This design comes from an exercise in tuning for small area, a short achievable clock period and few clock cycles per item on the open sky130 flow, not from production work.
No functional check of the RTL was part of any run shown here.

--- design/flow/run.sh ---
#!/bin/bash
# synth_recipe.tcl (not shown) runs the flow's synth.tcl, then flattens the netlist and writes it again
# the make line also repeats each setting of config.mk as NAME=value (left out here)
make -C /OpenROAD-flow-scripts/flow DESIGN_CONFIG=/design/flow/config.mk WORK_HOME=/design/flow/orfs CLKGATE_MAP_FILE= SYNTH_SCRIPT=/design/flow/synth_recipe.tcl finish
--- design/flow/constraint.sdc ---
create_clock -name core_clock -period 7.0 [get_ports {clk}]
set_input_delay 1.4000 -clock core_clock [delete_from_list [all_inputs] [get_ports {clk}]]
set_output_delay 1.4000 -clock core_clock [all_outputs]
set_load 0.01 [all_outputs]
--- design/flow/design.v ---
package sdft_pkg;
  function automatic int prod_w(input int in_w);
    prod_w = 2 * in_w + 1;
  endfunction
  function automatic int iter_n(input int in_w, input int fr_w);
    iter_n = in_w + fr_w;
  endfunction
endpackage
module serial_udiv #(parameter int rem_w = 15, parameter int out_w = 15, parameter int d_w = 16) (
  input  logic [rem_w-1:0] rem, input logic xbit, input logic [d_w-1:0] divisor,
  output logic [out_w-1:0] rem_o, output logic take);
  localparam int sw = (rem_w + 1 > d_w) ? rem_w + 1 : d_w;
  localparam int TOPS = (sw > 16) ? 16 : (sw > 8) ? 8 : (sw > 4) ? 4 : (sw > 2) ? 2 : 1;
  logic [sw-1:0] sh, dv, diff, g, p, gg, pp;
  always_comb begin
    sh = sw'({rem, xbit}); dv = sw'(divisor);
    g = ~sh & dv;
    p = ~(sh ^ dv);
    gg = g; pp = p;
    for (int s = 1; s < sw; s = s * 2)
      for (int i = 2*s-1; i < sw; i += 2*s) begin
        gg[i] = gg[i] | (pp[i] & gg[i-s]);
        pp[i] = pp[i] & pp[i-s];
      end
    for (int s = TOPS; s >= 1; s = s / 2)
      for (int i = 3*s-1; i < sw; i += 2*s) begin
        gg[i] = gg[i] | (pp[i] & gg[i-s]);
        pp[i] = pp[i] & pp[i-s];
      end
    diff[0] = sh[0] ^ dv[0];
    for (int i = 1; i < sw; i++) diff[i] = sh[i] ^ dv[i] ^ gg[i-1];
    take = !gg[sw-1];
    rem_o = take ? diff[out_w-1:0] : sh[out_w-1:0];
  end
endmodule
module cd_front (
  input  logic [7:0]  ar,
  input  logic [7:0]  ai,
  input  logic [7:0]  br,
  input  logic [7:0]  bi,
  input  logic [3:0]  br_one,
  input  logic [3:0]  br_two,
  input  logic [3:0]  br_neg,
  input  logic [3:0]  bi_one,
  input  logic [3:0]  bi_two,
  input  logic [3:0]  bi_neg,
  output logic [16:0] nr_x,
  output logic [16:0] nr_y,
  output logic [16:0] nr_z,
  output logic [16:0] ni_x,
  output logic [16:0] ni_y,
  output logic [16:0] ni_z,
  output logic [15:0] d_x,
  output logic [15:0] d_y,
  output logic [15:0] d_z
);
  wire r1 = (((br_one[0] & ar[0]) | (br_two[0] & 1'b0))) ^ br_neg[0];
  wire r2 = (((br_one[0] & ar[1]) | (br_two[0] & ar[0]))) ^ br_neg[0];
  wire r3 = (((br_one[0] & ar[2]) | (br_two[0] & ar[1]))) ^ br_neg[0];
  wire r4 = (((br_one[0] & ar[3]) | (br_two[0] & ar[2]))) ^ br_neg[0];
  wire r5 = (((br_one[0] & ar[4]) | (br_two[0] & ar[3]))) ^ br_neg[0];
  wire r6 = (((br_one[0] & ar[5]) | (br_two[0] & ar[4]))) ^ br_neg[0];
  wire r7 = (((br_one[0] & ar[6]) | (br_two[0] & ar[5]))) ^ br_neg[0];
  wire r8 = (((br_one[0] & ar[7]) | (br_two[0] & ar[6]))) ^ br_neg[0];
  wire r9 = (((br_one[0] & ar[7]) | (br_two[0] & ar[7]))) ^ br_neg[0];
  wire r10 = (((br_one[0] & ar[7]) | (br_two[0] & ar[7]))) ^ br_neg[0];
  wire nr11 = ~r10;
  wire r12 = (((br_one[1] & ar[0]) | (br_two[1] & 1'b0))) ^ br_neg[1];
  wire r13 = (((br_one[1] & ar[1]) | (br_two[1] & ar[0]))) ^ br_neg[1];
  wire r14 = (((br_one[1] & ar[2]) | (br_two[1] & ar[1]))) ^ br_neg[1];
  wire r15 = (((br_one[1] & ar[3]) | (br_two[1] & ar[2]))) ^ br_neg[1];
  wire r16 = (((br_one[1] & ar[4]) | (br_two[1] & ar[3]))) ^ br_neg[1];
  wire r17 = (((br_one[1] & ar[5]) | (br_two[1] & ar[4]))) ^ br_neg[1];
  wire r18 = (((br_one[1] & ar[6]) | (br_two[1] & ar[5]))) ^ br_neg[1];
  wire r19 = (((br_one[1] & ar[7]) | (br_two[1] & ar[6]))) ^ br_neg[1];
  wire r20 = (((br_one[1] & ar[7]) | (br_two[1] & ar[7]))) ^ br_neg[1];
  wire r21 = (((br_one[1] & ar[7]) | (br_two[1] & ar[7]))) ^ br_neg[1];
  wire nr22 = ~r21;
  wire r23 = (((br_one[2] & ar[0]) | (br_two[2] & 1'b0))) ^ br_neg[2];
  wire r24 = (((br_one[2] & ar[1]) | (br_two[2] & ar[0]))) ^ br_neg[2];
  wire r25 = (((br_one[2] & ar[2]) | (br_two[2] & ar[1]))) ^ br_neg[2];
  wire r26 = (((br_one[2] & ar[3]) | (br_two[2] & ar[2]))) ^ br_neg[2];
  wire r27 = (((br_one[2] & ar[4]) | (br_two[2] & ar[3]))) ^ br_neg[2];
  wire r28 = (((br_one[2] & ar[5]) | (br_two[2] & ar[4]))) ^ br_neg[2];
  wire r29 = (((br_one[2] & ar[6]) | (br_two[2] & ar[5]))) ^ br_neg[2];
  wire r30 = (((br_one[2] & ar[7]) | (br_two[2] & ar[6]))) ^ br_neg[2];
  wire r31 = (((br_one[2] & ar[7]) | (br_two[2] & ar[7]))) ^ br_neg[2];
  wire r32 = (((br_one[2] & ar[7]) | (br_two[2] & ar[7]))) ^ br_neg[2];
  wire nr33 = ~r32;
  wire r34 = (((br_one[3] & ar[0]) | (br_two[3] & 1'b0))) ^ br_neg[3];
  wire r35 = (((br_one[3] & ar[1]) | (br_two[3] & ar[0]))) ^ br_neg[3];
  wire r36 = (((br_one[3] & ar[2]) | (br_two[3] & ar[1]))) ^ br_neg[3];
  wire r37 = (((br_one[3] & ar[3]) | (br_two[3] & ar[2]))) ^ br_neg[3];
  wire r38 = (((br_one[3] & ar[4]) | (br_two[3] & ar[3]))) ^ br_neg[3];
  wire r39 = (((br_one[3] & ar[5]) | (br_two[3] & ar[4]))) ^ br_neg[3];
  wire r40 = (((br_one[3] & ar[6]) | (br_two[3] & ar[5]))) ^ br_neg[3];
  wire r41 = (((br_one[3] & ar[7]) | (br_two[3] & ar[6]))) ^ br_neg[3];
  wire r42 = (((br_one[3] & ar[7]) | (br_two[3] & ar[7]))) ^ br_neg[3];
  wire r43 = (((br_one[3] & ar[7]) | (br_two[3] & ar[7]))) ^ br_neg[3];
  wire nr44 = ~r43;
  wire r45 = (((bi_one[0] & ai[0]) | (bi_two[0] & 1'b0))) ^ bi_neg[0];
  wire r46 = (((bi_one[0] & ai[1]) | (bi_two[0] & ai[0]))) ^ bi_neg[0];
  wire r47 = (((bi_one[0] & ai[2]) | (bi_two[0] & ai[1]))) ^ bi_neg[0];
  wire r48 = (((bi_one[0] & ai[3]) | (bi_two[0] & ai[2]))) ^ bi_neg[0];
  wire r49 = (((bi_one[0] & ai[4]) | (bi_two[0] & ai[3]))) ^ bi_neg[0];
  wire r50 = (((bi_one[0] & ai[5]) | (bi_two[0] & ai[4]))) ^ bi_neg[0];
  wire r51 = (((bi_one[0] & ai[6]) | (bi_two[0] & ai[5]))) ^ bi_neg[0];
  wire r52 = (((bi_one[0] & ai[7]) | (bi_two[0] & ai[6]))) ^ bi_neg[0];
  wire r53 = (((bi_one[0] & ai[7]) | (bi_two[0] & ai[7]))) ^ bi_neg[0];
  wire r54 = (((bi_one[0] & ai[7]) | (bi_two[0] & ai[7]))) ^ bi_neg[0];
  wire nr55 = ~r54;
  wire r56 = (((bi_one[1] & ai[0]) | (bi_two[1] & 1'b0))) ^ bi_neg[1];
  wire r57 = (((bi_one[1] & ai[1]) | (bi_two[1] & ai[0]))) ^ bi_neg[1];
  wire r58 = (((bi_one[1] & ai[2]) | (bi_two[1] & ai[1]))) ^ bi_neg[1];
  wire r59 = (((bi_one[1] & ai[3]) | (bi_two[1] & ai[2]))) ^ bi_neg[1];
  wire r60 = (((bi_one[1] & ai[4]) | (bi_two[1] & ai[3]))) ^ bi_neg[1];
  wire r61 = (((bi_one[1] & ai[5]) | (bi_two[1] & ai[4]))) ^ bi_neg[1];
  wire r62 = (((bi_one[1] & ai[6]) | (bi_two[1] & ai[5]))) ^ bi_neg[1];
  wire r63 = (((bi_one[1] & ai[7]) | (bi_two[1] & ai[6]))) ^ bi_neg[1];
  wire r64 = (((bi_one[1] & ai[7]) | (bi_two[1] & ai[7]))) ^ bi_neg[1];
  wire r65 = (((bi_one[1] & ai[7]) | (bi_two[1] & ai[7]))) ^ bi_neg[1];
  wire nr66 = ~r65;
  wire r67 = (((bi_one[2] & ai[0]) | (bi_two[2] & 1'b0))) ^ bi_neg[2];
  wire r68 = (((bi_one[2] & ai[1]) | (bi_two[2] & ai[0]))) ^ bi_neg[2];
  wire r69 = (((bi_one[2] & ai[2]) | (bi_two[2] & ai[1]))) ^ bi_neg[2];
  wire r70 = (((bi_one[2] & ai[3]) | (bi_two[2] & ai[2]))) ^ bi_neg[2];
  wire r71 = (((bi_one[2] & ai[4]) | (bi_two[2] & ai[3]))) ^ bi_neg[2];
  wire r72 = (((bi_one[2] & ai[5]) | (bi_two[2] & ai[4]))) ^ bi_neg[2];
  wire r73 = (((bi_one[2] & ai[6]) | (bi_two[2] & ai[5]))) ^ bi_neg[2];
  wire r74 = (((bi_one[2] & ai[7]) | (bi_two[2] & ai[6]))) ^ bi_neg[2];
  wire r75 = (((bi_one[2] & ai[7]) | (bi_two[2] & ai[7]))) ^ bi_neg[2];
  wire r76 = (((bi_one[2] & ai[7]) | (bi_two[2] & ai[7]))) ^ bi_neg[2];
  wire nr77 = ~r76;
  wire r78 = (((bi_one[3] & ai[0]) | (bi_two[3] & 1'b0))) ^ bi_neg[3];
  wire r79 = (((bi_one[3] & ai[1]) | (bi_two[3] & ai[0]))) ^ bi_neg[3];
  wire r80 = (((bi_one[3] & ai[2]) | (bi_two[3] & ai[1]))) ^ bi_neg[3];
  wire r81 = (((bi_one[3] & ai[3]) | (bi_two[3] & ai[2]))) ^ bi_neg[3];
  wire r82 = (((bi_one[3] & ai[4]) | (bi_two[3] & ai[3]))) ^ bi_neg[3];
  wire r83 = (((bi_one[3] & ai[5]) | (bi_two[3] & ai[4]))) ^ bi_neg[3];
  wire r84 = (((bi_one[3] & ai[6]) | (bi_two[3] & ai[5]))) ^ bi_neg[3];
  wire r85 = (((bi_one[3] & ai[7]) | (bi_two[3] & ai[6]))) ^ bi_neg[3];
  wire r86 = (((bi_one[3] & ai[7]) | (bi_two[3] & ai[7]))) ^ bi_neg[3];
  wire r87 = (((bi_one[3] & ai[7]) | (bi_two[3] & ai[7]))) ^ bi_neg[3];
  wire nr88 = ~r87;
  wire e89 = br_neg[3] ^ bi_neg[3];
  wire e90 = br_neg[3] & bi_neg[3];
  wire s91 = r5 ^ r14 ^ r23;
  wire c92 = (r5 & r14) | (r5 & r23) | (r14 & r23);
  wire s93 = r6 ^ r15;
  wire c94 = r6 & r15;
  wire s95 = r7 ^ r16 ^ r25;
  wire c96 = (r7 & r16) | (r7 & r25) | (r16 & r25);
  wire s97 = r34 ^ r51 ^ r60;
  wire c98 = (r34 & r51) | (r34 & r60) | (r51 & r60);
  wire s99 = r8 ^ r17 ^ r26;
  wire c100 = (r8 & r17) | (r8 & r26) | (r17 & r26);
  wire s101 = r35 ^ r52 ^ r61;
  wire c102 = (r35 & r52) | (r35 & r61) | (r52 & r61);
  wire s103 = r70 ^ r79;
  wire c104 = r70 & r79;
  wire s105 = r9 ^ r18 ^ r27;
  wire c106 = (r9 & r18) | (r9 & r27) | (r18 & r27);
  wire s107 = r36 ^ r53 ^ r62;
  wire c108 = (r36 & r53) | (r36 & r62) | (r53 & r62);
  wire s109 = r71 ^ r80;
  wire c110 = r71 & r80;
  wire s111 = nr11 ^ r19 ^ r28;
  wire c112 = (nr11 & r19) | (nr11 & r28) | (r19 & r28);
  wire s113 = r37 ^ nr55 ^ r63;
  wire c114 = (r37 & nr55) | (r37 & r63) | (nr55 & r63);
  wire s115 = r72 ^ r81;
  wire c116 = r72 & r81;
  wire s117 = r20 ^ r29 ^ r38;
  wire c118 = (r20 & r29) | (r20 & r38) | (r29 & r38);
  wire s119 = r64 ^ r73 ^ r82;
  wire c120 = (r64 & r73) | (r64 & r82) | (r73 & r82);
  wire s121 = nr22 ^ r30 ^ r39;
  wire c122 = (nr22 & r30) | (nr22 & r39) | (r30 & r39);
  wire s123 = nr66 ^ r74;
  wire c124 = nr66 & r74;
  wire s125 = r3 ^ r12 ^ br_neg[1];
  wire c126 = (r3 & r12) | (r3 & br_neg[1]) | (r12 & br_neg[1]);
  wire s127 = r4 ^ r13;
  wire c128 = r4 & r13;
  wire s129 = s91 ^ br_neg[2] ^ r49;
  wire c130 = (s91 & br_neg[2]) | (s91 & r49) | (br_neg[2] & r49);
  wire s131 = r58 ^ r67;
  wire c132 = r58 & r67;
  wire s133 = c92 ^ s93 ^ r24;
  wire c134 = (c92 & s93) | (c92 & r24) | (s93 & r24);
  wire s135 = r50 ^ r59 ^ r68;
  wire c136 = (r50 & r59) | (r50 & r68) | (r59 & r68);
  wire s137 = c94 ^ s95 ^ s97;
  wire c138 = (c94 & s95) | (c94 & s97) | (s95 & s97);
  wire s139 = r69 ^ r78 ^ e89;
  wire c140 = (r69 & r78) | (r69 & e89) | (r78 & e89);
  wire s141 = c96 ^ c98 ^ s99;
  wire c142 = (c96 & c98) | (c96 & s99) | (c98 & s99);
  wire s143 = s101 ^ s103 ^ e90;
  wire c144 = (s101 & s103) | (s101 & e90) | (s103 & e90);
  wire s145 = c100 ^ c102 ^ c104;
  wire c146 = (c100 & c102) | (c100 & c104) | (c102 & c104);
  wire s147 = s105 ^ s107 ^ s109;
  wire c148 = (s105 & s107) | (s105 & s109) | (s107 & s109);
  wire s149 = c106 ^ c108 ^ c110;
  wire c150 = (c106 & c108) | (c106 & c110) | (c108 & c110);
  wire s151 = s111 ^ s113 ^ s115;
  wire c152 = (s111 & s113) | (s111 & s115) | (s113 & s115);
  wire s153 = c112 ^ c114 ^ c116;
  wire c154 = (c112 & c114) | (c112 & c116) | (c114 & c116);
  wire s155 = s117 ^ s119 ^ 1'b1;
  wire c156 = (s117 & s119) | (s117 & 1'b1) | (s119 & 1'b1);
  wire s157 = c118 ^ c120 ^ s121;
  wire c158 = (c118 & c120) | (c118 & s121) | (c120 & s121);
  wire s159 = s123 ^ r83 ^ 1'b1;
  wire c160 = (s123 & r83) | (s123 & 1'b1) | (r83 & 1'b1);
  wire s161 = c122 ^ c124 ^ r31;
  wire c162 = (c122 & c124) | (c122 & r31) | (c124 & r31);
  wire s163 = r40 ^ r75 ^ r84;
  wire c164 = (r40 & r75) | (r40 & r84) | (r75 & r84);
  wire s165 = nr33 ^ r41 ^ nr77;
  wire c166 = (nr33 & r41) | (nr33 & nr77) | (r41 & nr77);
  wire s167 = r85 ^ 1'b1;
  wire c168 = r85 & 1'b1;
  wire s169 = r1 ^ br_neg[0];
  wire c170 = r1 & br_neg[0];
  wire s171 = s125 ^ r47;
  wire c172 = s125 & r47;
  wire s173 = c126 ^ s127 ^ r48;
  wire c174 = (c126 & s127) | (c126 & r48) | (s127 & r48);
  wire s175 = c128 ^ s129 ^ s131;
  wire c176 = (c128 & s129) | (c128 & s131) | (s129 & s131);
  wire s177 = c130 ^ c132 ^ s133;
  wire c178 = (c130 & c132) | (c130 & s133) | (c132 & s133);
  wire s179 = c134 ^ c136 ^ s137;
  wire c180 = (c134 & c136) | (c134 & s137) | (c136 & s137);
  wire s181 = c138 ^ c140 ^ s141;
  wire c182 = (c138 & c140) | (c138 & s141) | (c140 & s141);
  wire s183 = c142 ^ c144 ^ s145;
  wire c184 = (c142 & c144) | (c142 & s145) | (c144 & s145);
  wire s185 = c146 ^ c148 ^ s149;
  wire c186 = (c146 & c148) | (c146 & s149) | (c148 & s149);
  wire s187 = c150 ^ c152 ^ s153;
  wire c188 = (c150 & c152) | (c150 & s153) | (c152 & s153);
  wire s189 = c154 ^ c156 ^ s157;
  wire c190 = (c154 & c156) | (c154 & s157) | (c156 & s157);
  wire s191 = c158 ^ c160 ^ s161;
  wire c192 = (c158 & c160) | (c158 & s161) | (c160 & s161);
  wire s193 = c162 ^ c164 ^ s165;
  wire c194 = (c162 & c164) | (c162 & s165) | (c164 & s165);
  wire s195 = c166 ^ c168 ^ r42;
  wire c196 = (c166 & c168) | (c166 & r42) | (c168 & r42);
  wire s197 = nr44 ^ nr88;
  wire c198 = nr44 & nr88;
  assign nr_x = {c198, c196, c194, c192, c190, c188, c186, c184, c182, c180, c178, c176, c174, c172, s171, c170, s169};
  assign nr_y = {1'b0, s197, s195, s193, s191, s189, s187, s185, s183, s181, s179, s177, s175, s173, r56, r2, r45};
  assign nr_z = {1'b0, 1'b1, r86, s167, s163, s159, s155, s151, s147, s143, s139, s135, bi_neg[2], r57, bi_neg[1], r46, bi_neg[0]};
  wire r199 = (((br_one[0] & ai[0]) | (br_two[0] & 1'b0))) ^ br_neg[0];
  wire r200 = (((br_one[0] & ai[1]) | (br_two[0] & ai[0]))) ^ br_neg[0];
  wire r201 = (((br_one[0] & ai[2]) | (br_two[0] & ai[1]))) ^ br_neg[0];
  wire r202 = (((br_one[0] & ai[3]) | (br_two[0] & ai[2]))) ^ br_neg[0];
  wire r203 = (((br_one[0] & ai[4]) | (br_two[0] & ai[3]))) ^ br_neg[0];
  wire r204 = (((br_one[0] & ai[5]) | (br_two[0] & ai[4]))) ^ br_neg[0];
  wire r205 = (((br_one[0] & ai[6]) | (br_two[0] & ai[5]))) ^ br_neg[0];
  wire r206 = (((br_one[0] & ai[7]) | (br_two[0] & ai[6]))) ^ br_neg[0];
  wire r207 = (((br_one[0] & ai[7]) | (br_two[0] & ai[7]))) ^ br_neg[0];
  wire r208 = (((br_one[0] & ai[7]) | (br_two[0] & ai[7]))) ^ br_neg[0];
  wire nr209 = ~r208;
  wire r210 = (((br_one[1] & ai[0]) | (br_two[1] & 1'b0))) ^ br_neg[1];
  wire r211 = (((br_one[1] & ai[1]) | (br_two[1] & ai[0]))) ^ br_neg[1];
  wire r212 = (((br_one[1] & ai[2]) | (br_two[1] & ai[1]))) ^ br_neg[1];
  wire r213 = (((br_one[1] & ai[3]) | (br_two[1] & ai[2]))) ^ br_neg[1];
  wire r214 = (((br_one[1] & ai[4]) | (br_two[1] & ai[3]))) ^ br_neg[1];
  wire r215 = (((br_one[1] & ai[5]) | (br_two[1] & ai[4]))) ^ br_neg[1];
  wire r216 = (((br_one[1] & ai[6]) | (br_two[1] & ai[5]))) ^ br_neg[1];
  wire r217 = (((br_one[1] & ai[7]) | (br_two[1] & ai[6]))) ^ br_neg[1];
  wire r218 = (((br_one[1] & ai[7]) | (br_two[1] & ai[7]))) ^ br_neg[1];
  wire r219 = (((br_one[1] & ai[7]) | (br_two[1] & ai[7]))) ^ br_neg[1];
  wire nr220 = ~r219;
  wire r221 = (((br_one[2] & ai[0]) | (br_two[2] & 1'b0))) ^ br_neg[2];
  wire r222 = (((br_one[2] & ai[1]) | (br_two[2] & ai[0]))) ^ br_neg[2];
  wire r223 = (((br_one[2] & ai[2]) | (br_two[2] & ai[1]))) ^ br_neg[2];
  wire r224 = (((br_one[2] & ai[3]) | (br_two[2] & ai[2]))) ^ br_neg[2];
  wire r225 = (((br_one[2] & ai[4]) | (br_two[2] & ai[3]))) ^ br_neg[2];
  wire r226 = (((br_one[2] & ai[5]) | (br_two[2] & ai[4]))) ^ br_neg[2];
  wire r227 = (((br_one[2] & ai[6]) | (br_two[2] & ai[5]))) ^ br_neg[2];
  wire r228 = (((br_one[2] & ai[7]) | (br_two[2] & ai[6]))) ^ br_neg[2];
  wire r229 = (((br_one[2] & ai[7]) | (br_two[2] & ai[7]))) ^ br_neg[2];
  wire r230 = (((br_one[2] & ai[7]) | (br_two[2] & ai[7]))) ^ br_neg[2];
  wire nr231 = ~r230;
  wire r232 = (((br_one[3] & ai[0]) | (br_two[3] & 1'b0))) ^ br_neg[3];
  wire r233 = (((br_one[3] & ai[1]) | (br_two[3] & ai[0]))) ^ br_neg[3];
  wire r234 = (((br_one[3] & ai[2]) | (br_two[3] & ai[1]))) ^ br_neg[3];
  wire r235 = (((br_one[3] & ai[3]) | (br_two[3] & ai[2]))) ^ br_neg[3];
  wire r236 = (((br_one[3] & ai[4]) | (br_two[3] & ai[3]))) ^ br_neg[3];
  wire r237 = (((br_one[3] & ai[5]) | (br_two[3] & ai[4]))) ^ br_neg[3];
  wire r238 = (((br_one[3] & ai[6]) | (br_two[3] & ai[5]))) ^ br_neg[3];
  wire r239 = (((br_one[3] & ai[7]) | (br_two[3] & ai[6]))) ^ br_neg[3];
  wire r240 = (((br_one[3] & ai[7]) | (br_two[3] & ai[7]))) ^ br_neg[3];
  wire r241 = (((br_one[3] & ai[7]) | (br_two[3] & ai[7]))) ^ br_neg[3];
  wire nr242 = ~r241;
  wire ng243 = ~bi_neg[0] & (bi_one[0] | bi_two[0]);
  wire r244 = (((bi_one[0] & ar[0]) | (bi_two[0] & 1'b0))) ^ ng243;
  wire r245 = (((bi_one[0] & ar[1]) | (bi_two[0] & ar[0]))) ^ ng243;
  wire r246 = (((bi_one[0] & ar[2]) | (bi_two[0] & ar[1]))) ^ ng243;
  wire r247 = (((bi_one[0] & ar[3]) | (bi_two[0] & ar[2]))) ^ ng243;
  wire r248 = (((bi_one[0] & ar[4]) | (bi_two[0] & ar[3]))) ^ ng243;
  wire r249 = (((bi_one[0] & ar[5]) | (bi_two[0] & ar[4]))) ^ ng243;
  wire r250 = (((bi_one[0] & ar[6]) | (bi_two[0] & ar[5]))) ^ ng243;
  wire r251 = (((bi_one[0] & ar[7]) | (bi_two[0] & ar[6]))) ^ ng243;
  wire r252 = (((bi_one[0] & ar[7]) | (bi_two[0] & ar[7]))) ^ ng243;
  wire r253 = (((bi_one[0] & ar[7]) | (bi_two[0] & ar[7]))) ^ ng243;
  wire nr254 = ~r253;
  wire ng255 = ~bi_neg[1] & (bi_one[1] | bi_two[1]);
  wire r256 = (((bi_one[1] & ar[0]) | (bi_two[1] & 1'b0))) ^ ng255;
  wire r257 = (((bi_one[1] & ar[1]) | (bi_two[1] & ar[0]))) ^ ng255;
  wire r258 = (((bi_one[1] & ar[2]) | (bi_two[1] & ar[1]))) ^ ng255;
  wire r259 = (((bi_one[1] & ar[3]) | (bi_two[1] & ar[2]))) ^ ng255;
  wire r260 = (((bi_one[1] & ar[4]) | (bi_two[1] & ar[3]))) ^ ng255;
  wire r261 = (((bi_one[1] & ar[5]) | (bi_two[1] & ar[4]))) ^ ng255;
  wire r262 = (((bi_one[1] & ar[6]) | (bi_two[1] & ar[5]))) ^ ng255;
  wire r263 = (((bi_one[1] & ar[7]) | (bi_two[1] & ar[6]))) ^ ng255;
  wire r264 = (((bi_one[1] & ar[7]) | (bi_two[1] & ar[7]))) ^ ng255;
  wire r265 = (((bi_one[1] & ar[7]) | (bi_two[1] & ar[7]))) ^ ng255;
  wire nr266 = ~r265;
  wire ng267 = ~bi_neg[2] & (bi_one[2] | bi_two[2]);
  wire r268 = (((bi_one[2] & ar[0]) | (bi_two[2] & 1'b0))) ^ ng267;
  wire r269 = (((bi_one[2] & ar[1]) | (bi_two[2] & ar[0]))) ^ ng267;
  wire r270 = (((bi_one[2] & ar[2]) | (bi_two[2] & ar[1]))) ^ ng267;
  wire r271 = (((bi_one[2] & ar[3]) | (bi_two[2] & ar[2]))) ^ ng267;
  wire r272 = (((bi_one[2] & ar[4]) | (bi_two[2] & ar[3]))) ^ ng267;
  wire r273 = (((bi_one[2] & ar[5]) | (bi_two[2] & ar[4]))) ^ ng267;
  wire r274 = (((bi_one[2] & ar[6]) | (bi_two[2] & ar[5]))) ^ ng267;
  wire r275 = (((bi_one[2] & ar[7]) | (bi_two[2] & ar[6]))) ^ ng267;
  wire r276 = (((bi_one[2] & ar[7]) | (bi_two[2] & ar[7]))) ^ ng267;
  wire r277 = (((bi_one[2] & ar[7]) | (bi_two[2] & ar[7]))) ^ ng267;
  wire nr278 = ~r277;
  wire ng279 = ~bi_neg[3] & (bi_one[3] | bi_two[3]);
  wire r280 = (((bi_one[3] & ar[0]) | (bi_two[3] & 1'b0))) ^ ng279;
  wire r281 = (((bi_one[3] & ar[1]) | (bi_two[3] & ar[0]))) ^ ng279;
  wire r282 = (((bi_one[3] & ar[2]) | (bi_two[3] & ar[1]))) ^ ng279;
  wire r283 = (((bi_one[3] & ar[3]) | (bi_two[3] & ar[2]))) ^ ng279;
  wire r284 = (((bi_one[3] & ar[4]) | (bi_two[3] & ar[3]))) ^ ng279;
  wire r285 = (((bi_one[3] & ar[5]) | (bi_two[3] & ar[4]))) ^ ng279;
  wire r286 = (((bi_one[3] & ar[6]) | (bi_two[3] & ar[5]))) ^ ng279;
  wire r287 = (((bi_one[3] & ar[7]) | (bi_two[3] & ar[6]))) ^ ng279;
  wire r288 = (((bi_one[3] & ar[7]) | (bi_two[3] & ar[7]))) ^ ng279;
  wire r289 = (((bi_one[3] & ar[7]) | (bi_two[3] & ar[7]))) ^ ng279;
  wire nr290 = ~r289;
  wire e291 = br_neg[3] ^ ng279;
  wire e292 = br_neg[3] & ng279;
  wire s293 = r203 ^ r212 ^ r221;
  wire c294 = (r203 & r212) | (r203 & r221) | (r212 & r221);
  wire s295 = r204 ^ r213;
  wire c296 = r204 & r213;
  wire s297 = r205 ^ r214 ^ r223;
  wire c298 = (r205 & r214) | (r205 & r223) | (r214 & r223);
  wire s299 = r232 ^ r250 ^ r260;
  wire c300 = (r232 & r250) | (r232 & r260) | (r250 & r260);
  wire s301 = r206 ^ r215 ^ r224;
  wire c302 = (r206 & r215) | (r206 & r224) | (r215 & r224);
  wire s303 = r233 ^ r251 ^ r261;
  wire c304 = (r233 & r251) | (r233 & r261) | (r251 & r261);
  wire s305 = r271 ^ r281;
  wire c306 = r271 & r281;
  wire s307 = r207 ^ r216 ^ r225;
  wire c308 = (r207 & r216) | (r207 & r225) | (r216 & r225);
  wire s309 = r234 ^ r252 ^ r262;
  wire c310 = (r234 & r252) | (r234 & r262) | (r252 & r262);
  wire s311 = r272 ^ r282;
  wire c312 = r272 & r282;
  wire s313 = nr209 ^ r217 ^ r226;
  wire c314 = (nr209 & r217) | (nr209 & r226) | (r217 & r226);
  wire s315 = r235 ^ nr254 ^ r263;
  wire c316 = (r235 & nr254) | (r235 & r263) | (nr254 & r263);
  wire s317 = r273 ^ r283;
  wire c318 = r273 & r283;
  wire s319 = r218 ^ r227 ^ r236;
  wire c320 = (r218 & r227) | (r218 & r236) | (r227 & r236);
  wire s321 = r264 ^ r274 ^ r284;
  wire c322 = (r264 & r274) | (r264 & r284) | (r274 & r284);
  wire s323 = nr220 ^ r228 ^ r237;
  wire c324 = (nr220 & r228) | (nr220 & r237) | (r228 & r237);
  wire s325 = nr266 ^ r275;
  wire c326 = nr266 & r275;
  wire s327 = r201 ^ r210 ^ br_neg[1];
  wire c328 = (r201 & r210) | (r201 & br_neg[1]) | (r210 & br_neg[1]);
  wire s329 = r202 ^ r211;
  wire c330 = r202 & r211;
  wire s331 = s293 ^ br_neg[2] ^ r248;
  wire c332 = (s293 & br_neg[2]) | (s293 & r248) | (br_neg[2] & r248);
  wire s333 = r258 ^ r268;
  wire c334 = r258 & r268;
  wire s335 = c294 ^ s295 ^ r222;
  wire c336 = (c294 & s295) | (c294 & r222) | (s295 & r222);
  wire s337 = r249 ^ r259 ^ r269;
  wire c338 = (r249 & r259) | (r249 & r269) | (r259 & r269);
  wire s339 = c296 ^ s297 ^ s299;
  wire c340 = (c296 & s297) | (c296 & s299) | (s297 & s299);
  wire s341 = r270 ^ r280 ^ e291;
  wire c342 = (r270 & r280) | (r270 & e291) | (r280 & e291);
  wire s343 = c298 ^ c300 ^ s301;
  wire c344 = (c298 & c300) | (c298 & s301) | (c300 & s301);
  wire s345 = s303 ^ s305 ^ e292;
  wire c346 = (s303 & s305) | (s303 & e292) | (s305 & e292);
  wire s347 = c302 ^ c304 ^ c306;
  wire c348 = (c302 & c304) | (c302 & c306) | (c304 & c306);
  wire s349 = s307 ^ s309 ^ s311;
  wire c350 = (s307 & s309) | (s307 & s311) | (s309 & s311);
  wire s351 = c308 ^ c310 ^ c312;
  wire c352 = (c308 & c310) | (c308 & c312) | (c310 & c312);
  wire s353 = s313 ^ s315 ^ s317;
  wire c354 = (s313 & s315) | (s313 & s317) | (s315 & s317);
  wire s355 = c314 ^ c316 ^ c318;
  wire c356 = (c314 & c316) | (c314 & c318) | (c316 & c318);
  wire s357 = s319 ^ s321 ^ 1'b1;
  wire c358 = (s319 & s321) | (s319 & 1'b1) | (s321 & 1'b1);
  wire s359 = c320 ^ c322 ^ s323;
  wire c360 = (c320 & c322) | (c320 & s323) | (c322 & s323);
  wire s361 = s325 ^ r285 ^ 1'b1;
  wire c362 = (s325 & r285) | (s325 & 1'b1) | (r285 & 1'b1);
  wire s363 = c324 ^ c326 ^ r229;
  wire c364 = (c324 & c326) | (c324 & r229) | (c326 & r229);
  wire s365 = r238 ^ r276 ^ r286;
  wire c366 = (r238 & r276) | (r238 & r286) | (r276 & r286);
  wire s367 = nr231 ^ r239 ^ nr278;
  wire c368 = (nr231 & r239) | (nr231 & nr278) | (r239 & nr278);
  wire s369 = r287 ^ 1'b1;
  wire c370 = r287 & 1'b1;
  wire s371 = r199 ^ br_neg[0];
  wire c372 = r199 & br_neg[0];
  wire s373 = s327 ^ r246;
  wire c374 = s327 & r246;
  wire s375 = c328 ^ s329 ^ r247;
  wire c376 = (c328 & s329) | (c328 & r247) | (s329 & r247);
  wire s377 = c330 ^ s331 ^ s333;
  wire c378 = (c330 & s331) | (c330 & s333) | (s331 & s333);
  wire s379 = c332 ^ c334 ^ s335;
  wire c380 = (c332 & c334) | (c332 & s335) | (c334 & s335);
  wire s381 = c336 ^ c338 ^ s339;
  wire c382 = (c336 & c338) | (c336 & s339) | (c338 & s339);
  wire s383 = c340 ^ c342 ^ s343;
  wire c384 = (c340 & c342) | (c340 & s343) | (c342 & s343);
  wire s385 = c344 ^ c346 ^ s347;
  wire c386 = (c344 & c346) | (c344 & s347) | (c346 & s347);
  wire s387 = c348 ^ c350 ^ s351;
  wire c388 = (c348 & c350) | (c348 & s351) | (c350 & s351);
  wire s389 = c352 ^ c354 ^ s355;
  wire c390 = (c352 & c354) | (c352 & s355) | (c354 & s355);
  wire s391 = c356 ^ c358 ^ s359;
  wire c392 = (c356 & c358) | (c356 & s359) | (c358 & s359);
  wire s393 = c360 ^ c362 ^ s363;
  wire c394 = (c360 & c362) | (c360 & s363) | (c362 & s363);
  wire s395 = c364 ^ c366 ^ s367;
  wire c396 = (c364 & c366) | (c364 & s367) | (c366 & s367);
  wire s397 = c368 ^ c370 ^ r240;
  wire c398 = (c368 & c370) | (c368 & r240) | (c370 & r240);
  wire s399 = nr242 ^ nr290;
  wire c400 = nr242 & nr290;
  assign ni_x = {c400, c398, c396, c394, c392, c390, c388, c386, c384, c382, c380, c378, c376, c374, s373, c372, s371};
  assign ni_y = {1'b0, s399, s397, s395, s393, s391, s389, s387, s385, s383, s381, s379, s377, s375, r256, r200, r244};
  assign ni_z = {1'b0, 1'b1, r288, s369, s365, s361, s357, s353, s349, s345, s341, s337, ng267, r257, ng255, r245, ng243};
  wire sq401 = br[0] & br[1];
  wire sq402 = br[0] & br[2];
  wire sq403 = br[0] & br[3];
  wire sq404 = br[0] & br[4];
  wire sq405 = br[0] & br[5];
  wire sq406 = br[0] & br[6];
  wire sq407 = br[0] & br[7];
  wire nq408 = ~sq407;
  wire sq409 = br[1] & br[2];
  wire sq410 = br[1] & br[3];
  wire sq411 = br[1] & br[4];
  wire sq412 = br[1] & br[5];
  wire sq413 = br[1] & br[6];
  wire sq414 = br[1] & br[7];
  wire nq415 = ~sq414;
  wire sq416 = br[2] & br[3];
  wire sq417 = br[2] & br[4];
  wire sq418 = br[2] & br[5];
  wire sq419 = br[2] & br[6];
  wire sq420 = br[2] & br[7];
  wire nq421 = ~sq420;
  wire sq422 = br[3] & br[4];
  wire sq423 = br[3] & br[5];
  wire sq424 = br[3] & br[6];
  wire sq425 = br[3] & br[7];
  wire nq426 = ~sq425;
  wire sq427 = br[4] & br[5];
  wire sq428 = br[4] & br[6];
  wire sq429 = br[4] & br[7];
  wire nq430 = ~sq429;
  wire sq431 = br[5] & br[6];
  wire sq432 = br[5] & br[7];
  wire nq433 = ~sq432;
  wire sq434 = br[6] & br[7];
  wire nq435 = ~sq434;
  wire sq436 = bi[0] & bi[1];
  wire sq437 = bi[0] & bi[2];
  wire sq438 = bi[0] & bi[3];
  wire sq439 = bi[0] & bi[4];
  wire sq440 = bi[0] & bi[5];
  wire sq441 = bi[0] & bi[6];
  wire sq442 = bi[0] & bi[7];
  wire nq443 = ~sq442;
  wire sq444 = bi[1] & bi[2];
  wire sq445 = bi[1] & bi[3];
  wire sq446 = bi[1] & bi[4];
  wire sq447 = bi[1] & bi[5];
  wire sq448 = bi[1] & bi[6];
  wire sq449 = bi[1] & bi[7];
  wire nq450 = ~sq449;
  wire sq451 = bi[2] & bi[3];
  wire sq452 = bi[2] & bi[4];
  wire sq453 = bi[2] & bi[5];
  wire sq454 = bi[2] & bi[6];
  wire sq455 = bi[2] & bi[7];
  wire nq456 = ~sq455;
  wire sq457 = bi[3] & bi[4];
  wire sq458 = bi[3] & bi[5];
  wire sq459 = bi[3] & bi[6];
  wire sq460 = bi[3] & bi[7];
  wire nq461 = ~sq460;
  wire sq462 = bi[4] & bi[5];
  wire sq463 = bi[4] & bi[6];
  wire sq464 = bi[4] & bi[7];
  wire nq465 = ~sq464;
  wire sq466 = bi[5] & bi[6];
  wire sq467 = bi[5] & bi[7];
  wire nq468 = ~sq467;
  wire sq469 = bi[6] & bi[7];
  wire nq470 = ~sq469;
  wire e471 = br[4] ^ bi[4];
  wire e472 = br[4] & bi[4];
  wire s473 = sq405 ^ sq411 ^ sq416;
  wire c474 = (sq405 & sq411) | (sq405 & sq416) | (sq411 & sq416);
  wire s475 = sq406 ^ sq412;
  wire c476 = sq406 & sq412;
  wire s477 = nq408 ^ sq413 ^ sq418;
  wire c478 = (nq408 & sq413) | (nq408 & sq418) | (sq413 & sq418);
  wire s479 = sq422 ^ nq443 ^ sq448;
  wire c480 = (sq422 & nq443) | (sq422 & sq448) | (nq443 & sq448);
  wire s481 = nq415 ^ sq419 ^ sq423;
  wire c482 = (nq415 & sq419) | (nq415 & sq423) | (sq419 & sq423);
  wire s483 = nq450 ^ sq454 ^ sq458;
  wire c484 = (nq450 & sq454) | (nq450 & sq458) | (sq454 & sq458);
  wire s485 = nq421 ^ sq424 ^ sq427;
  wire c486 = (nq421 & sq424) | (nq421 & sq427) | (sq424 & sq427);
  wire s487 = br[5] ^ nq456 ^ sq459;
  wire c488 = (br[5] & nq456) | (br[5] & sq459) | (nq456 & sq459);
  wire s489 = sq403 ^ sq409 ^ br[2];
  wire c490 = (sq403 & sq409) | (sq403 & br[2]) | (sq409 & br[2]);
  wire s491 = sq404 ^ sq410;
  wire c492 = sq404 & sq410;
  wire s493 = s473 ^ br[3] ^ sq440;
  wire c494 = (s473 & br[3]) | (s473 & sq440) | (br[3] & sq440);
  wire s495 = sq446 ^ sq451;
  wire c496 = sq446 & sq451;
  wire s497 = c474 ^ s475 ^ sq417;
  wire c498 = (c474 & s475) | (c474 & sq417) | (s475 & sq417);
  wire s499 = sq441 ^ sq447 ^ sq452;
  wire c500 = (sq441 & sq447) | (sq441 & sq452) | (sq447 & sq452);
  wire s501 = c476 ^ s477 ^ s479;
  wire c502 = (c476 & s477) | (c476 & s479) | (s477 & s479);
  wire s503 = sq453 ^ sq457 ^ e471;
  wire c504 = (sq453 & sq457) | (sq453 & e471) | (sq457 & e471);
  wire s505 = c478 ^ c480 ^ s481;
  wire c506 = (c478 & c480) | (c478 & s481) | (c480 & s481);
  wire s507 = s483 ^ 1'b1 ^ e472;
  wire c508 = (s483 & 1'b1) | (s483 & e472) | (1'b1 & e472);
  wire s509 = c482 ^ c484 ^ s485;
  wire c510 = (c482 & c484) | (c482 & s485) | (c484 & s485);
  wire s511 = s487 ^ sq462 ^ bi[5];
  wire c512 = (s487 & sq462) | (s487 & bi[5]) | (sq462 & bi[5]);
  wire s513 = c486 ^ c488 ^ nq426;
  wire c514 = (c486 & c488) | (c486 & nq426) | (c488 & nq426);
  wire s515 = sq428 ^ nq461 ^ sq463;
  wire c516 = (sq428 & nq461) | (sq428 & sq463) | (nq461 & sq463);
  wire s517 = nq430 ^ sq431 ^ br[6];
  wire c518 = (nq430 & sq431) | (nq430 & br[6]) | (sq431 & br[6]);
  wire s519 = nq465 ^ sq466 ^ bi[6];
  wire c520 = (nq465 & sq466) | (nq465 & bi[6]) | (sq466 & bi[6]);
  wire s521 = sq401 ^ br[1];
  wire c522 = sq401 & br[1];
  wire s523 = s489 ^ sq438;
  wire c524 = s489 & sq438;
  wire s525 = c490 ^ s491 ^ sq439;
  wire c526 = (c490 & s491) | (c490 & sq439) | (s491 & sq439);
  wire s527 = c492 ^ s493 ^ s495;
  wire c528 = (c492 & s493) | (c492 & s495) | (s493 & s495);
  wire s529 = c494 ^ c496 ^ s497;
  wire c530 = (c494 & c496) | (c494 & s497) | (c496 & s497);
  wire s531 = c498 ^ c500 ^ s501;
  wire c532 = (c498 & c500) | (c498 & s501) | (c500 & s501);
  wire s533 = c502 ^ c504 ^ s505;
  wire c534 = (c502 & c504) | (c502 & s505) | (c504 & s505);
  wire s535 = c506 ^ c508 ^ s509;
  wire c536 = (c506 & c508) | (c506 & s509) | (c508 & s509);
  wire s537 = c510 ^ c512 ^ s513;
  wire c538 = (c510 & c512) | (c510 & s513) | (c512 & s513);
  wire s539 = c514 ^ c516 ^ s517;
  wire c540 = (c514 & c516) | (c514 & s517) | (c516 & s517);
  wire s541 = c518 ^ c520 ^ nq433;
  wire c542 = (c518 & c520) | (c518 & nq433) | (c520 & nq433);
  wire s543 = nq435 ^ br[7] ^ nq470;
  wire c544 = (nq435 & br[7]) | (nq435 & nq470) | (br[7] & nq470);
  assign d_x = {c544, c542, c540, c538, c536, c534, c532, c530, c528, c526, c524, s523, c522, s521, 1'b0, br[0]};
  assign d_y = {1'b0, s543, s541, s539, s537, s535, s533, s531, s529, s527, s525, sq444, sq402, sq436, 1'b0, bi[0]};
  assign d_z = {1'b0, bi[7], nq468, s519, s515, s511, s507, s503, s499, bi[3], sq445, bi[2], sq437, bi[1], 1'b0, 1'b0};
endmodule
module complex_div #(
  parameter int data_in_w  = 8,
  parameter int data_out_w = 16,
  parameter int frac_w     = 8
) (
  input  logic                         clk,
  input  logic                         reset_n,
  input  logic signed [data_in_w-1:0]  a_real,
  input  logic signed [data_in_w-1:0]  a_imag,
  input  logic signed [data_in_w-1:0]  b_real,
  input  logic signed [data_in_w-1:0]  b_imag,
  input  logic                         in_valid,
  output logic                         in_ready,
  output logic signed [data_out_w-1:0] out_real,
  output logic signed [data_out_w-1:0] out_imag,
  output logic                         out_valid,
  input  logic                         out_ready,
  output logic                         div_zero,
  output logic                         sat
);
  localparam int NS = 16;    
  localparam int DW = 16;    
  localparam int SPS = 1;    
  localparam int NT = NS / SPS;  
  logic          adv;                
  logic [NT+3:0] vld;                
  logic          kv;                 
  logic          push, pop, o_free;
  assign in_ready = adv;
  logic [7:0] ar0, ai0, br0, bi0;
  logic [3:0] br_one, br_two, br_neg, bi_one, bi_two, bi_neg;
  function automatic logic [11:0] booth(input logic [7:0] b);
    logic [3:0] o, t, n;
    logic       b2, b1, b0;
    for (int k = 0; k < 4; k++) begin
      b2   = b[2*k+1];
      b1   = b[2*k];
      b0   = (k == 0) ? 1'b0 : b[2*k-1];
      o[k] = b1 ^ b0;
      t[k] = (b2 & ~b1 & ~b0) | (~b2 & b1 & b0);
      n[k] = b2 & ~(b1 & b0);
    end
    booth = {o, t, n};
  endfunction
  logic [16:0] nr_x, nr_y, nr_z, ni_x, ni_y, ni_z;
  logic [15:0] d_x, d_y, d_z;
  logic [16:0] nr_x1, nr_y1, nr_z1, ni_x1, ni_y1, ni_z1;
  logic [15:0] d_x1, d_y1, d_z1;
  logic        dz1;
  cd_front u_front (
    .ar(ar0), .ai(ai0), .br(br0), .bi(bi0),
    .br_one(br_one), .br_two(br_two), .br_neg(br_neg),
    .bi_one(bi_one), .bi_two(bi_two), .bi_neg(bi_neg),
    .nr_x(nr_x), .nr_y(nr_y), .nr_z(nr_z),
    .ni_x(ni_x), .ni_y(ni_y), .ni_z(ni_z),
    .d_x(d_x), .d_y(d_y), .d_z(d_z)
  );
  always_ff @(posedge clk) begin
    if (adv) begin
      ar0   <= a_real;
      ai0   <= a_imag;
      br0   <= b_real;
      bi0   <= b_imag;
      {br_one, br_two, br_neg} <= booth(b_real);
      {bi_one, bi_two, bi_neg} <= booth(b_imag);
      nr_x1 <= nr_x;
      nr_y1 <= nr_y;
      nr_z1 <= nr_z;
      ni_x1 <= ni_x;
      ni_y1 <= ni_y;
      ni_z1 <= ni_z;
      d_x1  <= d_x;
      d_y1  <= d_y;
      d_z1  <= d_z;
      dz1   <= (br0 == 8'd0) && (bi0 == 8'd0);
    end
  end
  logic [NS:0][14:0] rem_r, rem_i;    
  logic [NS:0][15:0] dq_r, dq_i;      
  logic [NS:0][15:0] den;
  logic [NS:0]       ng_r, ng_i, dz;
  logic [16:0] nr2, ni2;
  logic [15:0] d2;
  logic        dz2;
  always_ff @(posedge clk) begin
    if (adv) begin
      nr2 <= nr_x1 + nr_y1 + nr_z1;
      ni2 <= ni_x1 + ni_y1 + ni_z1;
      d2  <= d_x1 + d_y1 + d_z1;
      dz2 <= dz1;
    end
  end
  logic [15:0] nm_r2, nm_i2;
  assign nm_r2 = nr2[16] ? 16'(-nr2) : nr2[15:0];
  assign nm_i2 = ni2[16] ? 16'(-ni2) : ni2[15:0];
  assign rem_r[0] = 15'(nm_r2[15:8]);
  assign rem_i[0] = 15'(nm_i2[15:8]);
  assign dq_r[0]  = {nm_r2[7:0], 8'b0};
  assign dq_i[0]  = {nm_i2[7:0], 8'b0};
  assign den[0]   = d2;
  assign ng_r[0]  = nr2[16];
  assign ng_i[0]  = ni2[16];
  assign dz[0]    = dz2;
  for (genvar j = 1; j <= NS; j++) begin : g_step
    localparam int WI = (8 + j - 1 < 15) ? 8 + j - 1 : 15;    
    localparam int WO = (8 + j < 15) ? 8 + j : 15;            
    localparam int XQ = (j < 8) ? 8 : j;                       
    localparam bit REG = (j % SPS == 0) || (j == NS);
    logic [WO-1:0] nrem_r, nrem_i;
    logic          tk_r, tk_i;
    logic [15:0]   ndq_r, ndq_i;
    serial_udiv #(.rem_w(WI), .out_w(WO), .d_w(DW)) u_r (
      .rem(rem_r[j-1][WI-1:0]), .xbit(dq_r[j-1][15]), .divisor(den[j-1]),
      .rem_o(nrem_r), .take(tk_r));
    serial_udiv #(.rem_w(WI), .out_w(WO), .d_w(DW)) u_i (
      .rem(rem_i[j-1][WI-1:0]), .xbit(dq_i[j-1][15]), .divisor(den[j-1]),
      .rem_o(nrem_i), .take(tk_i));
    assign ndq_r = {dq_r[j-1][14:0], tk_r};
    assign ndq_i = {dq_i[j-1][14:0], tk_i};
    if (REG) begin : g_reg
      logic [XQ-1:0] xq_r, xq_i;
      logic          g_r, g_i, z;
      always_ff @(posedge clk) begin
        if (adv) begin
          g_r <= ng_r[j-1];
          g_i <= ng_i[j-1];
          z   <= dz[j-1];
        end
      end
      if (j < 8) begin : g_x
        always_ff @(posedge clk) begin
          if (adv) begin
            xq_r <= {ndq_r[15:8+j], ndq_r[j-1:0]};
            xq_i <= {ndq_i[15:8+j], ndq_i[j-1:0]};
          end
        end
        assign dq_r[j] = {xq_r[7:j], 8'b0, xq_r[j-1:0]};
        assign dq_i[j] = {xq_i[7:j], 8'b0, xq_i[j-1:0]};
      end else begin : g_q
        always_ff @(posedge clk) begin
          if (adv) begin
            xq_r <= ndq_r[j-1:0];
            xq_i <= ndq_i[j-1:0];
          end
        end
        assign dq_r[j] = 16'(xq_r);
        assign dq_i[j] = 16'(xq_i);
      end
      if (j < NS) begin : g_rem
        logic [WO-1:0] rr, ri;
        logic [15:0]   dd;
        always_ff @(posedge clk) begin
          if (adv) begin
            rr <= nrem_r;
            ri <= nrem_i;
            dd <= den[j-1];
          end
        end
        assign rem_r[j] = 15'(rr);
        assign rem_i[j] = 15'(ri);
        assign den[j]   = dd;
      end else begin : g_last
        assign rem_r[j] = '0;
        assign rem_i[j] = '0;
        assign den[j]   = '0;
      end
      assign ng_r[j] = g_r;
      assign ng_i[j] = g_i;
      assign dz[j]   = z;
    end else begin : g_comb
      assign rem_r[j] = 15'(nrem_r);
      assign rem_i[j] = 15'(nrem_i);
      assign dq_r[j]  = ndq_r;
      assign dq_i[j]  = ndq_i;
      assign den[j]   = den[j-1];
      assign ng_r[j]  = ng_r[j-1];
      assign ng_i[j]  = ng_i[j-1];
      assign dz[j]    = dz[j-1];
    end
  end
  function automatic logic [16:0] clamp(input logic neg, input logic zero, input logic [15:0] q);
    logic [15:0] v;
    logic        s;
    if (zero) begin
      v = 16'd0;
      s = 1'b0;
    end else if (q[15]) begin
      v = neg ? 16'h8000 : 16'h7fff;
      s = !neg || (q[14:0] != 15'd0);
    end else begin
      v = neg ? -q : q;
      s = 1'b0;
    end
    clamp = {s, v};
  endfunction
  logic [15:0] res_r, res_i;
  logic        st_r, st_i;
  assign {st_r, res_r} = clamp(ng_r[NS], dz[NS], dq_r[NS]);
  assign {st_i, res_i} = clamp(ng_i[NS], dz[NS], dq_i[NS]);
  logic [15:0] k_real, k_imag;
  logic        k_dz, k_sat;
  assign push   = adv && vld[NT+2];
  assign pop    = out_valid && out_ready;
  assign o_free = !out_valid || out_ready;
  always_ff @(posedge clk) begin
    if (adv) begin
      k_real <= res_r;
      k_imag <= res_i;
      k_dz   <= dz[NS];
      k_sat  <= st_r || st_i;
    end
    if (o_free) begin
      out_real <= kv ? k_real : res_r;
      out_imag <= kv ? k_imag : res_i;
      div_zero <= kv ? k_dz   : dz[NS];
      sat      <= kv ? k_sat  : (st_r || st_i);
    end
  end
  logic kv_n;
  always_comb begin
    if (o_free) kv_n = kv && push;
    else        kv_n = kv || push;
  end
  always_ff @(posedge clk or negedge reset_n) begin
    if (!reset_n) begin
      adv       <= 1'b0;
      vld       <= '0;
      kv        <= 1'b0;
      out_valid <= 1'b0;
    end else begin
      if (adv) vld <= {vld[NT+2:0], in_valid};
      kv        <= kv_n;
      out_valid <= o_free ? (kv || push) : 1'b1;
      adv       <= !kv_n;
    end
  end
endmodule
--- design/flow/config.mk ---
export PLATFORM = sky130hd
export DESIGN_NAME = complex_div
export DESIGN_NICKNAME = complex_div
export VERILOG_FILES = /design/flow/design.v
export SDC_FILE = /design/flow/constraint.sdc
export NUM_CORES = 4
export LEC_CHECK = 0
export CAP_MARGIN = 20
export CORE_MARGIN = 2
export CORE_UTILIZATION = 40
export SETUP_SLACK_MARGIN = 3.8
export SLEW_MARGIN = 20
==> run summary, run 1 <==
commonest non-fill, non-tap cell in the layout=edfxtp_1; leftover overflow at the end of global routing=0; Worst EP arrival=4.44 ns; final setup vio count=0; end of the worst register-to-register path=g_step[1].g_reg.g_rem.ri[6]; Max Freq=256 MHz; post-synthesis instance area=73,900 µm²; post-synthesis share of cell area spent on full adders, half adders and majority gates=17.7%; Diodes inserted=0; xor/xnor share of the synthesized area=4.05%; Worst-path clk slew=0.06 ns; capture point of the worst path=g_step[1].g_reg.g_rem.ri[6]; clock latency (worst-skew pair)=0.79 ns; I/O pin count=72; highest-count cells in the layout ignoring fill and taps=edfxtp_1 (1,333), inv_1 (607), ha_1 (492), fa_1 (323), mux2i_1 (254); Post-synth EDFFs=1,333; Clock Tree Root=clkbuf_16; classification of the worst-slack hold path=register to register; via count of the first global-routing pass=44,168; sequential element share of the synthesized area=54.9%; number of rows in the core area=157; count of port buffers added during placement=71; flops & latches, synth=1,355; # hold bufs at CTS=0; starting DRC count in detailed routing=2,203; number of violations of the max-capacitance limit=0; final critical-path share of the clock period=55.9%; post-synthesis instance total=5,510; routed len/inst=17.8 µm; required time of the worst setup path=7.53 ns; initial cell density of the core=40.3%; number of clock buffers inserted by TritonCTS=147; Final HPWL DP=106,000 µm; crit path time final=3.91 ns; launching element of the worst setup path=ni2[4]; R2R cell count=12; DR vias/cell=5.10; post-synthesis simple-gate area fraction=6.33%; number of nets in the synthesized netlist=6,388; final standard cell count with taps included and fillers excluded=8,348; main combinational cell family by area after synthesis=adder cells; post-route setup slack=3.09 ns; number of warnings printed during yosys synthesis=9; Avg Synthesized Cell Area=13.4 µm²; Final Max Tran Viols=0; Total Routed Length=149,000 µm; wire length of the first global-routing pass=235,000 µm; worst r2r src=ni2[4]; proportion of layout cells with a drive suffix above 1=10.7%; type of the worst setup path=register to register; count of distinct cell types in the synthesized netlist=78; mux cell area share after synthesis=4.41%; minimum setup slack among reg-to-reg paths=3.09 ns; slew of the pin with the lowest slew margin=1.13 ns; remaining max-slew budget at the tightest pin=24.7%; number of nets in the layout=6,644; share of the synthesized area in compound gates (AO/OA/AOI/OAI)=8.61%; prevailing post-synth register cell=edfxtp_1; GRT Resource Usage Total=15.9%; maximum number of pins on one net before global-route repair=175; cells along the critical path=nor4_4, nand2_2, o31ai_4, xor2_2, fa_2, and3_1, a221o_1, o31ai_2, nand2b_1, a31oi_4, fa_2, mux2_4; element type at the critical path end=register; Clock Skews=0.0359 ns; highest-delay cell along the critical path=edfxtp_1; largest driver fanout on the critical path=5; count of endpoints failing hold in the final timing report=0; TritonCTS clock tree=yes; initial antenna violation count=2; total number of clock tree sinks=1,355; die footprint=188,000 µm²; Critical Path Source Type=register; final estimated routing congestion in global placement=0.851; total number of H-tree levels=4; vertical die dimension=434 µm; highest cell delay on the worst timing path=0.47 ns; result of the run=finished clean; post-placement cell count=7,932; CORE AREA=183,000 µm²; die boundary width=434 µm; unrepaired setup endpoints after global routing=true; most used cell along the critical path=fa_2; count of vias placed by the detailed router=42,540; DRC Markers=0; number of detailed-route iterations in the first pass=6; buffers from clock root to sink, at most=3; synthesis-to-layout area growth=14.6%; count of antenna-violating nets left after detailed routing=0; minimum setup slack after placement=2.19 ns; async set or reset register ratio after synthesis=1.62%
==> layout make-up <==
cell class,instances,area [µm²]
Clock buffer,177,3810
Clock inverter,90,1160
Fill cell,16179,98600
Inverter,612,2300
Multi-Input combinational cell,3378,31100
Sequential cell,1355,40600
Tap cell,2464,3080
Timing Repair Buffer,272,2640
==> critical path, delay by kind of cell, from the launching register on <==
kind | cells | cell delay (ns)
compound gates | 4 | 1.04
xor+xnor | 1 | 0.12
fa+ha+maj | 2 | 0.88
flops | 1 | 0.47
mux | 1 | 0.26
simple gates | 4 | 0.87
==> per-stage QoR <==
| step | util [%] | TNS (ns) | instance area (µm²) | hold slack [ns] |
|---|---|---|---|---|
| floorplan | - | -3332.83 | 73900 | 0.400 |
| global placement | 42.3 | 0 | 77600 | 0.401 |
| detailed placement | 42.3 | 0 | 77600 | 0.405 |
| CTS | 45.8 | 0 | 83800 | 0.412 |
| global route | 46.2 | 0 | 84700 | 0.414 |
| finish | 46.2 | 0 | 84700 | 0.409 |
==> state kept, by name, indices dropped and copies added (netlist names), 17 cells and up <==
signal,cells
g_step.g_reg.xq_r,164
nr2,17
g_step.g_reg.g_rem.ri,204
ni_x1,17
g_step.g_reg.g_rem.rr,204
ni2,17
nr_x1,17
g_step.g_reg.g_rem.dd,240
vld,19
g_step.g_reg.xq_i,164
==> synth_stat cells, drive strengths merged (24+ instances only) <==
library cell | number | area share (%)
o31a | 27 | 0.32
a21oi | 209 | 1.4
and2 | 58 | 0.49
o21ai | 243 | 1.7
o21a | 41 | 0.42
xor2 | 180 | 2.2
nand2b | 88 | 0.74
o31ai | 27 | 0.31
nor2 | 204 | 1.0
a31oi | 32 | 0.35
edfxtp | 1333 | 54
nand3b | 25 | 0.25
mux2 | 60 | 0.92
a21o | 106 | 1.1
buf | 34 | 0.20
inv | 612 | 3.1
fa | 341 | 9.2
clkbuf | 132 | 0.67
ha | 501 | 8.5
nand3 | 43 | 0.29
xnor2 | 160 | 1.9
nand2 | 226 | 1.1
nor3 | 43 | 0.29
or4 | 46 | 0.48
nand4 | 24 | 0.22
a22oi | 101 | 1.0
mux2i | 258 | 3.5
nor2b | 62 | 0.52
==> logic make-up after synthesis <==
group / Yosys count
XOR/XNOR: 340
multiplexers: 318
AO/OA/AOI/OAI: 964
buffers and inverters: 778
adder cells (fa/ha/maj): 843
flip-flops: 1355
AND/OR/NAND/NOR: 912
==> repair_timing <==
action                                  CTS  global route
pin swaps                                64            52
buffers inserted                         89            59
endpoints found under the setup margin  244           260
gates resized for setup                 143            75
cloned                                    1             0
==> per-layer routing <==
layer  global-route usage, %  part of all wire (%)  up-vias
li1                        -                     -    20444
met1                    16.7                    37    20900
met2                    30.2                    54      844
met3                    2.68                   3.9      352
met4                    7.91                   4.9        0
met5                       0                     0        -
==> worst min-delay path by stage <==
stage | end | startpoint | cells after the start | slack [ns]
CTS | g_step[16].g_reg.xq_r[6] | g_step[15].g_reg.xq_r[5] | 0 | 0.41
global placement | g_step[9].g_reg.xq_r[3] | g_step[8].g_reg.xq_r[2] | 0 | 0.40
global route | g_step[16].g_reg.xq_r[6] | g_step[15].g_reg.xq_r[5] | 0 | 0.41
finish | g_step[6].g_reg.xq_i[6] | g_step[5].g_reg.xq_i[5] | 0 | 0.41
detailed placement | g_step[10].g_reg.xq_i[3] | g_step[9].g_reg.xq_i[2] | 0 | 0.40
floorplan | dz2 | dz1 | 0 | 0.40
==> run 2: changes to the inputs <==
--- a/design/flow/design.v
+++ b/design/flow/design.v
@@ -633,7 +633,7 @@
   localparam int SPS = 1;    
   localparam int NT = NS / SPS;  
   logic          adv;                
-  logic [NT+3:0] vld;                
+  logic [NT+4:0] vld;                
   logic          kv;                 
   logic          push, pop, o_free;
   assign in_ready = adv;
@@ -700,17 +700,26 @@
       dz2 <= dz1;
     end
   end
-  logic [15:0] nm_r2, nm_i2;
-  assign nm_r2 = nr2[16] ? 16'(-nr2) : nr2[15:0];
-  assign nm_i2 = ni2[16] ? 16'(-ni2) : ni2[15:0];
-  assign rem_r[0] = 15'(nm_r2[15:8]);
-  assign rem_i[0] = 15'(nm_i2[15:8]);
-  assign dq_r[0]  = {nm_r2[7:0], 8'b0};
-  assign dq_i[0]  = {nm_i2[7:0], 8'b0};
-  assign den[0]   = d2;
-  assign ng_r[0]  = nr2[16];
-  assign ng_i[0]  = ni2[16];
-  assign dz[0]    = dz2;
+  logic [15:0] nm_r3, nm_i3, d3;
+  logic        ng_r3, ng_i3, dz3;
+  always_ff @(posedge clk) begin
+    if (adv) begin
+      nm_r3 <= nr2[16] ? 16'(-nr2) : nr2[15:0];
+      nm_i3 <= ni2[16] ? 16'(-ni2) : ni2[15:0];
+      ng_r3 <= nr2[16];
+      ng_i3 <= ni2[16];
+      d3    <= d2;
+      dz3   <= dz2;
+    end
+  end
+  assign rem_r[0] = 15'(nm_r3[15:8]);
+  assign rem_i[0] = 15'(nm_i3[15:8]);
+  assign dq_r[0]  = {nm_r3[7:0], 8'b0};
+  assign dq_i[0]  = {nm_i3[7:0], 8'b0};
+  assign den[0]   = d3;
+  assign ng_r[0]  = ng_r3;
+  assign ng_i[0]  = ng_i3;
+  assign dz[0]    = dz3;
   for (genvar j = 1; j <= NS; j++) begin : g_step
     localparam int WI = (8 + j - 1 < 15) ? 8 + j - 1 : 15;    
     localparam int WO = (8 + j < 15) ? 8 + j : 15;            
@@ -809,7 +818,7 @@
   assign {st_i, res_i} = clamp(ng_i[NS], dz[NS], dq_i[NS]);
   logic [15:0] k_real, k_imag;
   logic        k_dz, k_sat;
-  assign push   = adv && vld[NT+2];
+  assign push   = adv && vld[NT+3];
   assign pop    = out_valid && out_ready;
   assign o_free = !out_valid || out_ready;
   always_ff @(posedge clk) begin
@@ -838,7 +847,7 @@
       kv        <= 1'b0;
       out_valid <= 1'b0;
     end else begin
-      if (adv) vld <= {vld[NT+2:0], in_valid};
+      if (adv) vld <= {vld[NT+3:0], in_valid};
       kv        <= kv_n;
       out_valid <= o_free ? (kv || push) : 1'b1;
       adv       <= !kv_n;
==> run 2 against run 1 <==
Still clean on timing, DRC and antenna; clock skew decreased by 0.0043 ns; utilization decreased by 0.57 points; synthesized cell count increased by 2.9%; global-route usage decreased by 0.38 points; cell area increased by 1.2%; final cell count increased by 1.7%; worst setup slack improved by 0.50 ns; critical endpoint is now g_step[6].g_reg.g_rem.rr[13].
==> run summary, run 2 <==
highest-count cells in the layout ignoring fill and taps=edfxtp_1 (1,384), inv_1 (625), ha_1 (498), fa_1 (308), nand2_1 (300); highest-delay cell along the critical path=edfxtp_1; final critical-path share of the clock period=48.7%; cell with the most instances after synthesis=edfxtp_1; async set or reset register ratio after synthesis=1.63%; Clock Skews=0.0316 ns; initial antenna violation count=3; starting DRC count in detailed routing=2,648; proportion of layout cells with a drive suffix above 1=9.34%; routed len/inst=17.7 µm; count of antenna-violating nets left after detailed routing=0; total number of H-tree levels=4; count of port buffers added during placement=71; cell type with the largest total area after synthesis=edfxtp_1; crit path time final=3.41 ns; type of the worst setup path=register to register; synthesis-to-layout area growth=13.3%; dominant delay contributor by cell family on the critical path=compound AO/OA/AOI/OAI gates; largest reg by FF count=g_step.g_reg.g_rem.dd; leading registers by flop count=g_step.g_reg.g_rem.dd: 240 flops, g_step.g_reg.g_rem.ri: 204 flops, g_step.g_reg.g_rem.rr: 204 flops; wire length of the first global-routing pass=238,000 µm; fraction of synthesized cell area taken by the top area cell type=54.9%; prevailing post-synth register cell=edfxtp_1; TritonCTS clock tree=yes; classification of the worst-slack hold path=register to register; post-placement cell count=8,115; maximum number of pins on one net before global-route repair=203; post-synthesis instance area=75,600 µm²; final standard cell count with taps included and fillers excluded=8,491; initial cell density of the core=40.3%; most frequent cells after synthesis=edfxtp_1 (1,384), inv_1 (627), ha_1 (507); count of vias placed by the detailed router=43,352; remaining max-slew budget at the tightest pin=32.4%; area of the multi-input gates=31,200 µm²; Clock Tree Root=clkbuf_16; commonest non-fill, non-tap cell in the layout=edfxtp_1; total number of clock tree sinks=1,407; Worst-path clk slew=0.06 ns; final estimated routing congestion in global placement=0.838; clock latency (worst-skew pair)=0.78 ns; register area=42,100 µm²; number of nets in the layout=6,745; worst r2r src=g_step[5].g_reg.g_rem.dd[0]; post-synthesis instance total=5,668; slew of the pin with the lowest slew margin=1.01 ns; DR vias/cell=5.11; count of endpoints failing hold in the final timing report=0; unrepaired setup endpoints after global routing=true; launching element of the worst setup path=g_step[5].g_reg.g_rem.dd[0]; cell area after layout=85,700 µm²; Hold Startpoint=g_step[9].g_reg.xq_r[8]; Total Routed Length=150,000 µm; cells along the critical path=ha_1, fa_2, a21o_1, and4_1, nor4_4, o21ai_2, a31oi_2, inv_1, fa_2, nand2_1, o21ai_0, a221oi_1, o211ai_1; final setup vio count=0; via count of the first global-routing pass=44,389; required time of the worst setup path=7.48 ns; max reg flops=240; die footprint=193,000 µm²; result of the run=finished clean; Avg Synthesized Cell Area=13.3 µm²; leftover overflow at the end of global routing=0; synth top area cells=edfxtp_1 (55%), fa_1 (8.8%), ha_1 (8.4%); highest cell delay on the worst timing path=0.42 ns; GRT Resource Usage Total=15.5%; flops & latches, synth=1,407; worst path bufs/invs=1; Final Max Tran Viols=0; I/O pin count=72; Worst EP arrival=3.89 ns; number of clock buffers inserted by TritonCTS=156; Final HPWL DP=106,000 µm; element type at the critical path end=register; vertical die dimension=439 µm; number of detailed-route iterations in the first pass=27; count of distinct cell types in the synthesized netlist=78; Post-synth EDFFs=1,384; placed inst area=79,300 µm²; total of fill cells in the finished design=16,659; die boundary width=439 µm; largest driver fanout on the critical path=3; number of nets in the synthesized netlist=6,542; number of rows in the core area=159; CORE AREA=188,000 µm²; buffers from clock root to sink, at most=3; Max Freq=293 MHz; sequential element share of the synthesized area=55.7%; number of warnings printed during yosys synthesis=9; number of violations of the max-capacitance limit=0; Critical Path Source Type=register; DRC Markers=0; most used cell along the critical path=fa_2
==> run 2: logic make-up after synthesis <==
kind of cell               share of synthesized area (%)
DFF                                                 55.7
AOI/OAI and AO/OA                                   8.82
xor gates and xnor gates                            4.12
and+or+nand+nor                                     6.20
muxes                                               3.95
adders and majority gates                           17.2
buffers and inverters                               4.02
==> run 2: timing repair <==
action,CTS,global route
setup buffers,40,50
setup endpoints to repair,244,202
hold buffers,0,0
gates resized for setup,91,77
pin swaps,33,62
cloned,1,2
==> run 2: final cells by class <==
| cell class | instances | area share (%) |
|---|---|---|
| repair buffers | 207 | 2.34 |
| diodes | 1 | 0.00292 |
| clock inverters | 74 | 0.882 |
| well taps | 2495 | 3.64 |
| flip-flops and latches | 1407 | 49.2 |
| clock buffers | 208 | 4.87 |
| inverters | 627 | 2.75 |
| multi-input cells | 3472 | 36.4 |
==> run 2: layer usage <==
layer | up-vias | global-route usage, % | routed length [µm]
met4 | 0 | 5.30 | 4740
met5 | - | 0 | 0
li1 | 20849 | - | -
met1 | 21361 | 17.8 | 58800
met2 | 856 | 29.0 | 80800
met3 | 286 | 2.54 | 5990
==> run 2: metrics by stage <==
stage | utilization, % | setup TNS [ns] | setup slack [ns] | hold WS [ns]
finish | 45.6 | 0 | 3.59 | 0.403
global route | 45.6 | 0 | 3.49 | 0.419
CTS | 45.2 | 0 | 3.55 | 0.401
detailed placement | 42.2 | 0 | 2.96 | 0.405
global placement | 42.2 | 0 | 2.86 | 0.401
floorplan | - | -3941.23 | -3.47 | 0.400
==> run 2: path summary, 6_finish.rpt <==
path                                                 to  slack [ns]  depth (start not counted)
hold reg to reg                g_step[10].g_reg.xq_r[9]        0.40                          0
max in group asynchronous                           adv        6.02                          1
setup reg to reg           g_step[6].g_reg.g_rem.rr[13]        3.59                         13
hold / removal                 g_step[10].g_reg.xq_r[9]        0.40                          0
setup / recovery           g_step[6].g_reg.g_rem.rr[13]        3.59                         13
min in group asynchronous                        vld[1]        0.59                          1

afterwards: timing with drivers on the ports:
In the flow no input, the clock included, has a driving cell. The finished layouts below were timed again as built, in two steps.
Step 1 assumes that a clkbuf_16 drives the clock port and a buf_2 every other input.
Step 2 times the ports against the registers' clock, not the clock port: input delays grow and output delays shrink by t, the midpoint of the rising clock arrivals with the driver on.
a / b / c = no drivers / after step 1 / after step 2; a / b = the first two.
run	t, ns	setup slack, ns	hold WS [ns]	worst data-port slew with drivers (ns)	cell pins on the clock port's net
run 1	0.847	3.089 / 3.089 / 3.089	0.409 / 0.409 / 0.409	0.07	1
run 2	0.843	3.590 / 3.590 / 3.590	0.403 / 0.403 / 0.403	0.09	1
After both steps setup and hold are still met in every run listed.
